Context: an optimization exercise on an open-source flow, tuned for small area, a short achievable clock period and few clock cycles per item. The choices shown serve that exercise and are no tape-out recipe. The RTL was checked by simulation tests, not by an equivalence proof against the original design.

## yarrow
// yuv_to_rgb_top
module yuv_to_rgb_top (
	input  logic                Clock_50,
	input  logic                Resetn,
	input  logic                start,
	input  csc_pkg::sram_word_t sram_read_data,
	output csc_pkg::sram_req_t  sram_req,
	output logic                done
);
Size: ~2000 cells after synthesis, roughly 55 I/O pins.
export LEC_CHECK = 0
export ABC_AREA = 1
export CAP_MARGIN = 20
export CORE_MARGIN = 2
export CORE_UTILIZATION = 40
export SLEW_MARGIN = 20
create_clock -name core_clock -period 15.0 [get_ports {Clock_50}]
standard.sh (not shown) runs the stock make flow with config.mk's settings and CLKGATE_MAP_FILE= SYNTH_SCRIPT=/design/flow/synth_recipe.tcl, a recipe that flattens the netlist after the stock synthesis.
==> flow/flow/run.sh <==
#!/bin/bash
# The standard layout, with the port buffers that global placement inserts
# made of buf_4 cells instead of the default choice.
set -euo pipefail
bash standard.sh synth > synth.log 2>&1
BUFFER_PORTS_ARGS="-buffer_cell sky130_fd_sc_hd__buf_4" bash standard.sh finish > layout.log 2>&1
No stage failed in yarrow, and the final checks on the layout all came back clean.
Testbench counts of yarrow, summed over its fixed seeds: cycles 39,408, rows 48.
Edits applied to the flow inputs when going from yarrow to willow:
- CTS_CLUSTER_SIZE newly set to 40
- CTS_CLUSTER_DIAMETER newly set to 60
==> comparison <==
Summary of willow over yarrow: cell area decreased 280 um2, routed wire length decreased 1.8%, layout overhead on the synthesized area decreased 1.3 points.
The sequential share of layout area of willow exceeds that of yarrow by 0.41 points.
Worst hold slack ends up lower on yarrow.

---

Another version of the RTL of yuv_to_rgb_top (not shown whole).
For scale: roughly 1500 cells after synthesis, about 310 flip-flops, roughly 55 I/O pins, about 18000 um2 of cells after synthesis.
clock: 15.0 ns
lec_check: 0
cap_margin: 20
core_margin: 2
core_utilization: 40
slew_margin: 20
==> flow/flow/run.sh <==
#!/bin/bash
# The standard layout, with the port buffers that global placement inserts
# made of buf_4 cells, and clock tree synthesis clustering 25 sinks within
# 80 um per leaf buffer, without dummy loads.
set -euo pipefail
bash standard.sh synth > synth.log 2>&1
export BUFFER_PORTS_ARGS="-buffer_cell sky130_fd_sc_hd__buf_4"
export CTS_ARGS="-sink_clustering_enable -repair_clock_nets -sink_clustering_size 25 -sink_clustering_max_diameter 80 -dont_use_dummy_load"
bash standard.sh finish > layout.log 2>&1
Testbench counts at the start, summed over its fixed seeds: cycles 39,264, rows 48.
Edit:
ABC_AREA = 1   (was not set)
CORE_UTILIZATION = 55   (was 40)
Register-to-register slack gains 0.22 ns.
Final area shrinks by 1.0%.
Wire length fell by about 2.2%.
Synthesized cell count came out higher by 8.1%.
Edit:
--- a/flow/flow/run.sh
+++ b/flow/flow/run.sh
@@ -6,4 +6,4 @@
 bash standard.sh synth > synth.log 2>&1
 export BUFFER_PORTS_ARGS="-buffer_cell sky130_fd_sc_hd__buf_4"
-export CTS_ARGS="-sink_clustering_enable -repair_clock_nets -sink_clustering_size 25 -sink_clustering_max_diameter 80 -dont_use_dummy_load"
+export CTS_ARGS="-sink_clustering_enable -repair_clock_nets -sink_clustering_size 16 -sink_clustering_max_diameter 60 -dont_use_dummy_load -buf_list sky130_fd_sc_hd__clkbuf_8"
 bash standard.sh finish > layout.log 2>&1
What happened:
- clock-buffer cell count rises by 10
- worst hold slack improves by 0.022 ns
- final area falls by 0.32%
Edit:
==> flow/flow/run.sh (replaced) <==
#!/bin/bash
# The standard layout, with the port buffers that global placement inserts
# made of buf_4 cells, and clock tree synthesis clustering 25 sinks within
# 80 um per leaf buffer, without dummy loads.
set -euo pipefail
bash standard.sh synth > synth.log 2>&1
export BUFFER_PORTS_ARGS="-buffer_cell sky130_fd_sc_hd__buf_4"
export CTS_ARGS="-sink_clustering_enable -repair_clock_nets -sink_clustering_size 25 -sink_clustering_max_diameter 80 -dont_use_dummy_load"
bash standard.sh finish > layout.log 2>&1
CORE_UTILIZATION = 40   (was 55)
What happened: Hold slack got worse by 0.0036 ns; critical path depth is unchanged; global-route usage fell by 6.1 points.

---

yuv_to_rgb_top, a different RTL version from the one above (not shown whole).
For scale: about 1800 cells after synthesis, roughly 290 flip-flops, about 20000 um2 of cells after synthesis.
make LEC_CHECK=0 CAP_MARGIN=20 CORE_MARGIN=2 CORE_UTILIZATION=40 SLEW_MARGIN=20 finish   # period 15.0 ns
run.sh (not shown) runs the stock make flow with config.mk's settings and CLKGATE_MAP_FILE= SYNTH_SCRIPT=/design/flow/synth_recipe.tcl, a recipe that flattens the netlist after the stock synthesis.
Stock flow here: none of the scripts above is used.
The baseline finished with timing, DRC and antenna clean.
Testbench counts at the start, summed over its fixed seeds: cycles 39,216, rows 48.
Change:
--- a/flow/config.mk
+++ b/flow/config.mk
@@ -6,4 +6,5 @@
 export NUM_CORES = 4
 export LEC_CHECK = 0
+export ABC_AREA = 1
 export CAP_MARGIN = 20
 export CORE_MARGIN = 2
Outcome: Count of clock-buffer cells in the layout drops by 3. Synthesized cell count climbs by 12%. Routed wire length climbs by 3.7%. Global-route usage climbs by 0.56 points.

---

Another version of the RTL of yuv_to_rgb_top (not shown whole).
For scale: roughly 1,900 cells after synthesis, about 55 I/O pins, about 0.020 mm2 of cells after synthesis.
==> flow/config.mk <==
export PLATFORM = sky130hd
export DESIGN_NAME = yuv_to_rgb_top
export DESIGN_NICKNAME = yuv_to_rgb_top
export VERILOG_FILES = /design/flow/design.v
export SDC_FILE = /design/flow/constraint.sdc
export NUM_CORES = 4
export LEC_CHECK = 0
export ABC_AREA = 1
export CAP_MARGIN = 20
export CORE_MARGIN = 2
export CORE_UTILIZATION = 60
export CTS_CLUSTER_DIAMETER = 60
export CTS_CLUSTER_SIZE = 40
export SLEW_MARGIN = 20
==> flow/constraint.sdc <==
create_clock -name core_clock -period 15.0 [get_ports {Clock_50}]
set_input_delay 3.0000 -clock core_clock [delete_from_list [all_inputs] [get_ports {Clock_50}]]
set_output_delay 3.0000 -clock core_clock [all_outputs]
set_load 0.01 [all_outputs]
standard.sh (not shown) runs the stock make flow with config.mk's settings and CLKGATE_MAP_FILE= SYNTH_SCRIPT=/design/flow/synth_recipe.tcl, a recipe that flattens the netlist after the stock synthesis.
==> flow/flow/run.sh <==
#!/bin/bash
# The standard layout, with the port buffers that global placement inserts
# made of buf_4 cells instead of the default choice.
set -euo pipefail
bash standard.sh synth > synth.log 2>&1
BUFFER_PORTS_ARGS="-buffer_cell sky130_fd_sc_hd__buf_4" bash standard.sh finish > layout.log 2>&1
The first run finished clean.
Testbench counts at the start, summed over its fixed seeds: cycles 39,408, rows 48.
==> next run, changes <==
- CORE_UTILIZATION: 60 -> 40
- CTS_CLUSTER_DIAMETER: 60 -> not set
- CTS_CLUSTER_SIZE: 40 -> not set
What happened: Global-route usage drops by 8.6 points. Worst setup slack gains 37 ps. Wire length increases by 0.80%.

---

v2:
Another version of the RTL of yuv_to_rgb_top (not shown whole).
Size: ~1900 cells after synthesis, about 320 flip-flops.
==> flow/config.mk <==
export PLATFORM = sky130hd
export DESIGN_NAME = yuv_to_rgb_top
export DESIGN_NICKNAME = yuv_to_rgb_top
export VERILOG_FILES = /design/flow/design.v
export SDC_FILE = /design/flow/constraint.sdc
export NUM_CORES = 4
export LEC_CHECK = 0
export ABC_AREA = 1
export CAP_MARGIN = 20
export CORE_MARGIN = 2
export CORE_UTILIZATION = 40
export SLEW_MARGIN = 20
==> flow/constraint.sdc <==
create_clock -name core_clock -period 15.0 [get_ports {Clock_50}]
set_input_delay 3.0000 -clock core_clock [delete_from_list [all_inputs] [get_ports {Clock_50}]]
set_output_delay 3.0000 -clock core_clock [all_outputs]
set_load 0.01 [all_outputs]
==> flow/flow/run.sh <==
#!/bin/bash
# The standard layout, with the port buffers that global placement inserts
# made of buf_4 cells, and clock tree synthesis clustering 25 sinks within
# 80 um per leaf buffer, without dummy loads.
set -euo pipefail
bash standard.sh synth > synth.log 2>&1
export BUFFER_PORTS_ARGS="-buffer_cell sky130_fd_sc_hd__buf_4"
export CTS_ARGS="-sink_clustering_enable -repair_clock_nets -sink_clustering_size 25 -sink_clustering_max_diameter 80 -dont_use_dummy_load"
bash standard.sh finish > layout.log 2>&1
Testbench counts of v2, summed over its fixed seeds: cycles 39,408, rows 48.
## Diff of input files: v56 against v2
==> flow/flow/run.sh <==
#!/bin/bash
# The standard layout, with the port buffers that global placement inserts
# made of buf_4 cells instead of the default choice.
set -euo pipefail
bash standard.sh synth > synth.log 2>&1
BUFFER_PORTS_ARGS="-buffer_cell sky130_fd_sc_hd__buf_4" bash standard.sh finish > layout.log 2>&1
## What came out
Delta (v56 minus v2): aggregate routed wire length rose by 660 um, via count rose by 138.
Cell area after layout ends up higher on v56.
Edits applied to the flow inputs when going from v56 to v26:
# v56
export LEC_CHECK = 0
export ABC_AREA = 1
export CAP_MARGIN = 20
export CORE_MARGIN = 2
export CORE_UTILIZATION = 40
export SLEW_MARGIN = 20
create_clock -name core_clock -period 15.0 [get_ports {Clock_50}]
# v26
export LEC_CHECK = 0
export ABC_AREA = 1
export CAP_MARGIN = 20
export CORE_MARGIN = 2
export CORE_UTILIZATION = 40
export CTS_CLUSTER_DIAMETER = 80
export CTS_CLUSTER_SIZE = 25
export SLEW_MARGIN = 20
create_clock -name core_clock -period 15.0 [get_ports {Clock_50}]
### Flow results
From v26 to v56, die area did not move at all. Measured against each other, v56 and v26 differ in sum of routed wire length over all layers, the lower figure coming from v26. Delta (v26 minus v56): routed length on met1 barely changed; final non-filler cell area dropped 1.8%; proportion of layout cells with a drive suffix above 1 dropped 1.1 points. Against v56 as the reference, v26 delivers a higher fraction of area in multi-input gates. As far as share of the cycle needed by the critical path after routing is concerned, v56 and v26 perform about the same. Global-route wire length before repair: v56 and v26 compared, higher one is v56. | measured slew at the worst slew-check pin | v26 vs v56 | 17 ps lower |. Total clock buffers created by CTS shrinks by more than a quarter when moving from v56 to v26.

[port drivers added, routing unchanged]
The flow's constraints put no driver on any port. The routed layouts listed below were extracted and timed again, unchanged, in two steps. Step 1 assumes that a clkbuf_16 drives the clock port and a buf_2 every other input. Step 2, shift: input delay + t, output delay - t, t = (earliest + latest rising clock arrival at the registers) / 2. This alone moves slack from input paths to output paths. Slacks: ideal / step 1 / step 2; pairs: ideal / step 1.
run | t, ns | setup slack, ns | worst setup path at the end | clock arrival spread, ns
yarrow | 0.613 | 10.814 / 10.762 / 11.231 | register to register | 0.019 / 0.018
willow | 0.629 | 10.797 / 10.745 / 11.269 | register to register | 0.036 / 0.037
the first run of note 2 | 0.558 | 10.993 / 10.941 / 11.087 | register to register | 0.060 / 0.060
the second run of note 2 | 0.548 | 11.008 / 10.957 / 11.309 | register to register | 0.075 / 0.075
the third run of note 2 | 0.613 | 10.912 / 10.865 / 11.344 | register to register | 0.083 / 0.083
the fourth run of note 2 | 0.547 | 10.961 / 10.909 / 11.284 | register to register | 0.053 / 0.053
the first run of note 3 | 0.633 | 9.204 / 9.204 / 9.204 | register to register | 0.015 / 0.015
the second run of note 3 | 0.622 | 9.442 / 9.442 / 9.442 | register to register | 0.035 / 0.034
the first run of note 4 | 0.629 | 10.793 / 10.737 / 11.208 | register to register | 0.028 / 0.029
the second run of note 4 | 0.603 | 10.830 / 10.777 / 11.162 | register to register | 0.019 / 0.020
v2 | 0.570 | 10.883 / 10.829 / 11.232 | register to register | 0.081 / 0.081
v56 | 0.601 | 10.872 / 10.820 / 11.223 | register to register | 0.033 / 0.032
v26 | 0.599 | 10.851 / 10.796 / 11.254 | register to register | 0.038 / 0.037
After both steps every run listed still meets setup and hold.
